Source: an optimization exercise on an open RTL-to-GDS flow (aim: small area). Production flows keep margins and buffers that such runs may drop. Function was checked by simulation only, so behaviour that the tests miss may differ from the original. Power and IR drop assume default switching activity.

north:
==> flow/design.v <==
package reg_file_mp_pkg;
  localparam int DEF_DATA_W = 32;
  localparam int DEF_ADDR_W = 4;
  localparam int DEF_PC_W   = 16;
  localparam int DEF_N_RD   = 4;
  localparam int DEF_PC_IDX = 2**DEF_ADDR_W - 1;
  typedef logic [DEF_DATA_W-1:0] reg_t;
  typedef logic [DEF_PC_W-1:0]   pc_t;
  function automatic integer port_slice(input integer k, input integer w);
    port_slice = k * w;
  endfunction
endpackage
module reg_scoreboard #(
  parameter int ADDR_W = 4,
  parameter int PC_IDX = 2**ADDR_W - 1
) (
  input  logic                 clk,
  input  logic                 rst,
  input  logic                 claim_en,
  input  logic [ADDR_W-1:0]    claim_addr,
  input  logic                 clr_en,
  input  logic [ADDR_W-1:0]    clr_addr,
  output logic [2**ADDR_W-1:0] busy
);
  localparam int DEPTH = 2**ADDR_W;
  logic [DEPTH-1:0] busy_nxt;
  always_comb begin
    busy_nxt = busy;
    for (int i = 0; i < DEPTH; i++) begin
      if (i != PC_IDX && claim_en && claim_addr == ADDR_W'(i))
        busy_nxt[i] = 1'b1;
      else if (clr_en && clr_addr == ADDR_W'(i))
        busy_nxt[i] = 1'b0;
    end
  end
  always_ff @(posedge clk or posedge rst) begin
    if (rst) busy <= '0;
    else     busy <= busy_nxt;
  end
endmodule
module rf_wbit (
  input  logic sa, a,
  input  logic sl, l,
  input  logic sk, q,
  output logic d
);
  assign d = (sa & a) | (sl & l) | (sk & q);
endmodule
module rf_aoi3 (
  input  logic [2:0] s,
  input  logic [2:0] d,
  output logic       yn
);
  assign yn = ~|(s & d);
endmodule
module rf_aoi2 (
  input  logic [1:0] s,
  input  logic [1:0] d,
  output logic       yn
);
  assign yn = ~|(s & d);
endmodule
module rf_aoi1 (
  input  logic s,
  input  logic d,
  output logic yn
);
  assign yn = ~(s & d);
endmodule
module rf_nand #(
  parameter int N = 6
) (
  input  logic [N-1:0] a,
  output logic         y
);
  assign y = ~&a;
endmodule
module rf_rbit #(
  parameter int N = 16
) (
  input  logic [N-1:0] s,
  input  logic [N-1:0] d,
  output logic         y
);
  localparam int NG = (N + 2) / 3;
  localparam int NL = N - 3 * (NG - 1);
  logic [NG-1:0] gn;
  for (genvar g = 0; g < NG - 1; g++) begin : g_grp
    rf_aoi3 u_g (.s (s[3*g +: 3]), .d (d[3*g +: 3]), .yn (gn[g]));
  end
  if (NL == 3) begin : g_l3
    rf_aoi3 u_g (.s (s[N-3 +: 3]), .d (d[N-3 +: 3]), .yn (gn[NG-1]));
  end else if (NL == 2) begin : g_l2
    rf_aoi2 u_g (.s (s[N-2 +: 2]), .d (d[N-2 +: 2]), .yn (gn[NG-1]));
  end else begin : g_l1
    rf_aoi1 u_g (.s (s[N-1]), .d (d[N-1]), .yn (gn[NG-1]));
  end
  rf_nand #(.N(NG)) u_o (.a (gn), .y (y));
endmodule
module reg_file_mp #(
  parameter int DATA_W = reg_file_mp_pkg::DEF_DATA_W,
  parameter int ADDR_W = reg_file_mp_pkg::DEF_ADDR_W,
  parameter int PC_W   = reg_file_mp_pkg::DEF_PC_W,
  parameter int N_RD   = reg_file_mp_pkg::DEF_N_RD,
  parameter int PC_IDX = 2**ADDR_W - 1
) (
  input  logic                   CLOCK_50,
  input  logic                   RESET,
  input  logic [N_RD*ADDR_W-1:0] rd_addr,
  output logic [N_RD*DATA_W-1:0] rd_data,
  output logic [N_RD-1:0]        rd_busy,
  input  logic                   wa_en,
  input  logic [ADDR_W-1:0]      wa_addr,
  input  logic [DATA_W-1:0]      wa_data,
  input  logic                   wl_en,
  input  logic [ADDR_W-1:0]      wl_addr,
  input  logic [DATA_W-1:0]      wl_data,
  input  logic                   claim_en,
  input  logic [ADDR_W-1:0]      claim_addr,
  input  logic [PC_W-1:0]        pc_next,
  output logic [PC_W-1:0]        pc_out,
  output logic                   wr_hazard
);
  localparam int DEPTH = 2**ADDR_W;
  logic [DATA_W-1:0]      regs     [DEPTH];
  logic [DATA_W-1:0]      regs_nxt [DEPTH];
  logic [PC_W-1:0]        pc_nxt;
  logic [DEPTH-1:0]       valid;
  logic [DEPTH-1:0]       hit_a, hit_l, keep;
  logic [PC_W-1:0]        pc;
  logic [DEPTH-1:0]       busy;
  localparam int HA_W = ADDR_W / 2;
  localparam int HB_W = ADDR_W - HA_W;
  logic [2**HA_W-1:0]     rd_lo_q [N_RD];
  logic [2**HB_W-1:0]     rd_hi_q [N_RD];
  reg_scoreboard #(
    .ADDR_W (ADDR_W),
    .PC_IDX (PC_IDX)
  ) u_scoreboard (
    .clk        (CLOCK_50),
    .rst        (RESET),
    .claim_en   (claim_en),
    .claim_addr (claim_addr),
    .clr_en     (wl_en),
    .clr_addr   (wl_addr),
    .busy       (busy)
  );
  always_comb begin
    for (int i = 0; i < DEPTH; i++) begin
      hit_a[i] = wa_en && wa_addr == ADDR_W'(i);
      hit_l[i] = wl_en && wl_addr == ADDR_W'(i) && !hit_a[i];
      keep[i]  = !hit_a[i] && !hit_l[i];
    end
  end
  for (genvar i = 0; i < DEPTH - 1; i++) begin : g_reg
    for (genvar b = 0; b < DATA_W; b++) begin : g_bit
      rf_wbit u_w (
        .sa (hit_a[i]), .a (wa_data[b]),
        .sl (hit_l[i]), .l (wl_data[b]),
        .sk (keep[i]),  .q (regs[i][b]),
        .d  (regs_nxt[i][b])
      );
    end
  end
  for (genvar b = 0; b < PC_W; b++) begin : g_pc
    rf_wbit u_w (
      .sa (hit_a[PC_IDX]), .a (wa_data[b]),
      .sl (hit_l[PC_IDX]), .l (wl_data[b]),
      .sk (keep[PC_IDX]),  .q (pc_next[b]),
      .d  (pc_nxt[b])
    );
  end
  always_ff @(posedge CLOCK_50) begin
    for (int i = 0; i < DEPTH - 1; i++) regs[i] <= regs_nxt[i];
    for (int k = 0; k < N_RD; k++) begin
      for (int j = 0; j < 2**HA_W; j++)
        rd_lo_q[k][j] <= rd_addr[reg_file_mp_pkg::port_slice(k, ADDR_W) +: HA_W] == HA_W'(j);
      for (int j = 0; j < 2**HB_W; j++)
        rd_hi_q[k][j] <= rd_addr[reg_file_mp_pkg::port_slice(k, ADDR_W) + HA_W +: HB_W] == HB_W'(j);
    end
  end
  always_ff @(posedge CLOCK_50 or posedge RESET) begin
    if (RESET) begin
      valid     <= '0;
      pc        <= '0;
      wr_hazard <= 1'b0;
    end else begin
      for (int i = 0; i < DEPTH - 1; i++)
        valid[i] <= valid[i] | hit_a[i] | hit_l[i];
      pc        <= pc_nxt;
      wr_hazard <= wa_en & busy[wa_addr];
    end
  end
  assign pc_out = pc;
  logic [DEPTH-1:0] rdec [N_RD];
  logic [DEPTH-1:0] rsel [N_RD];
  always_comb begin
    for (int k = 0; k < N_RD; k++) begin
      for (int i = 0; i < DEPTH; i++) begin
        rdec[k][i] = rd_lo_q[k][i % 2**HA_W] && rd_hi_q[k][i / 2**HA_W];
        rsel[k][i] = rdec[k][i] && (i == PC_IDX || valid[i]);
      end
      rd_busy[k] = |(rdec[k] & busy);
    end
  end
  for (genvar k = 0; k < N_RD; k++) begin : g_rd
    for (genvar b = 0; b < DATA_W; b++) begin : g_bit
      logic [DEPTH-1:0] col;
      for (genvar i = 0; i < DEPTH - 1; i++) begin : g_col
        assign col[i] = regs[i][b];
      end
      if (b < PC_W) begin : g_lo
        assign col[PC_IDX] = pc[b];
        rf_rbit #(.N(DEPTH)) u_r (
          .s (rsel[k]), .d (col), .y (rd_data[k*DATA_W + b])
        );
      end else begin : g_hi
        assign col[PC_IDX] = 1'b0;
        rf_rbit #(.N(DEPTH - 1)) u_r (
          .s (rsel[k][DEPTH-2:0]), .d (col[DEPTH-2:0]), .y (rd_data[k*DATA_W + b])
        );
      end
    end
  end
endmodule
export LEC_CHECK = 0
export CAP_MARGIN = 20
export CELL_PAD_IN_SITES_DETAIL_PLACEMENT = 1
export CORE_MARGIN = 2
export CORE_UTILIZATION = 22
export CTS_BUF_LIST = sky130_fd_sc_hd__clkbuf_16
export CTS_CLUSTER_DIAMETER = 100
export CTS_CLUSTER_SIZE = 26
export PLACE_DENSITY = 0.3
export SLEW_MARGIN = 20
export SYNTH_HIERARCHICAL = 1
export BUFFER_PORTS_ARGS = -buffer_cell sky130_fd_sc_hd__buf_1
create_clock -name core_clock -period 4.0 [get_ports {CLOCK_50}]
standard.sh (not shown) runs the stock make flow with config.mk's settings and CLKGATE_MAP_FILE= SYNTH_SCRIPT=/design/flow/synth_recipe.tcl, a recipe that flattens the netlist after the stock synthesis.
==> flow/flow/run.sh <==
#!/bin/bash
set -o pipefail
cp standard.sh standard_sh.log 2>/dev/null
echo 'export BUFFER_PORTS_ARGS = -buffer_cell sky130_fd_sc_hd__buf_1' >> config.mk
export BUFFER_PORTS_ARGS="-buffer_cell sky130_fd_sc_hd__buf_1"
bash standard.sh > standard.log 2>&1
In north the implementation ran to completion but is not tape-out ready, as the final checks report negative setup slack.
Relative to north, the following input files were edited for south:
# north
export LEC_CHECK = 0
export CAP_MARGIN = 20
export CELL_PAD_IN_SITES_DETAIL_PLACEMENT = 1
export CORE_MARGIN = 2
export CORE_UTILIZATION = 22
export CTS_BUF_LIST = sky130_fd_sc_hd__clkbuf_16
export CTS_CLUSTER_DIAMETER = 100
export CTS_CLUSTER_SIZE = 26
export PLACE_DENSITY = 0.3
export SLEW_MARGIN = 20
export SYNTH_HIERARCHICAL = 1
export BUFFER_PORTS_ARGS = -buffer_cell sky130_fd_sc_hd__buf_1
create_clock -name core_clock -period 4.0 [get_ports {CLOCK_50}]
# south
export LEC_CHECK = 0
export CAP_MARGIN = 20
export CELL_PAD_IN_SITES_DETAIL_PLACEMENT = 1
export CORE_MARGIN = 2
export CORE_UTILIZATION = 28
export CTS_BUF_LIST = sky130_fd_sc_hd__clkbuf_16
export CTS_CLUSTER_DIAMETER = 100
export CTS_CLUSTER_SIZE = 26
export PLACE_DENSITY = 0.35
export SLEW_MARGIN = 20
export SYNTH_HIERARCHICAL = 1
export BUFFER_PORTS_ARGS = -buffer_cell sky130_fd_sc_hd__buf_1
create_clock -name core_clock -period 4.0 [get_ports {CLOCK_50}]
## What came out
- Taking north over south, the clock network power consumption ratio works out to 1.09.
- The core of south is more densely filled than that of north.
- south vs north: tap cell count down by more than 10%
- Synthesis-to-finish area growth (higher): north
- Against north, south comes in 1 higher on critical path depth.
- south finished every stage; the final checks, however, were not passed, the failures being negative setup slack.
- Insertion delay to the later sink of the worst-skew pair essentially unchanged between north and south.
- south: post-route fraction of the period consumed by the critical path 1.1 points above north
- [south] buffer count excluding the clock tree in the final layout rose 7 relative to north
- Comparing the two runs side by side, south comes out behind north on time the worst path needs with I/O delays and setup.

-- static timing again, ports no longer ideal --
How much do the figures lean on ideal ports? The routed layouts below were timed once more, with nothing changed but the port constraints. Step 1, drivers: a clkbuf_16 drives CLOCK_50 and a buf_2 each remaining input, both assumed. Step 2 also shifts input and output timing later by t, the mid clock arrival at the registers, as if the neighbouring blocks saw the same clock. a / b / c = ideal / step 1 / step 2; a / b = the first two.
run | t, ns | slack for setup (ns) | hold WS [ns] | worst register clock-pin slew, ns | pins driven straight from the clock port
north | 0.730 | -0.014 / -0.088 / 0.579 | 0.231 / 0.177 / 0.550 | 0.11 / 0.11 | 1
south | 0.723 | -0.060 / -0.134 / 0.519 | 0.199 / 0.145 / 0.572 | 0.12 / 0.12 | 1
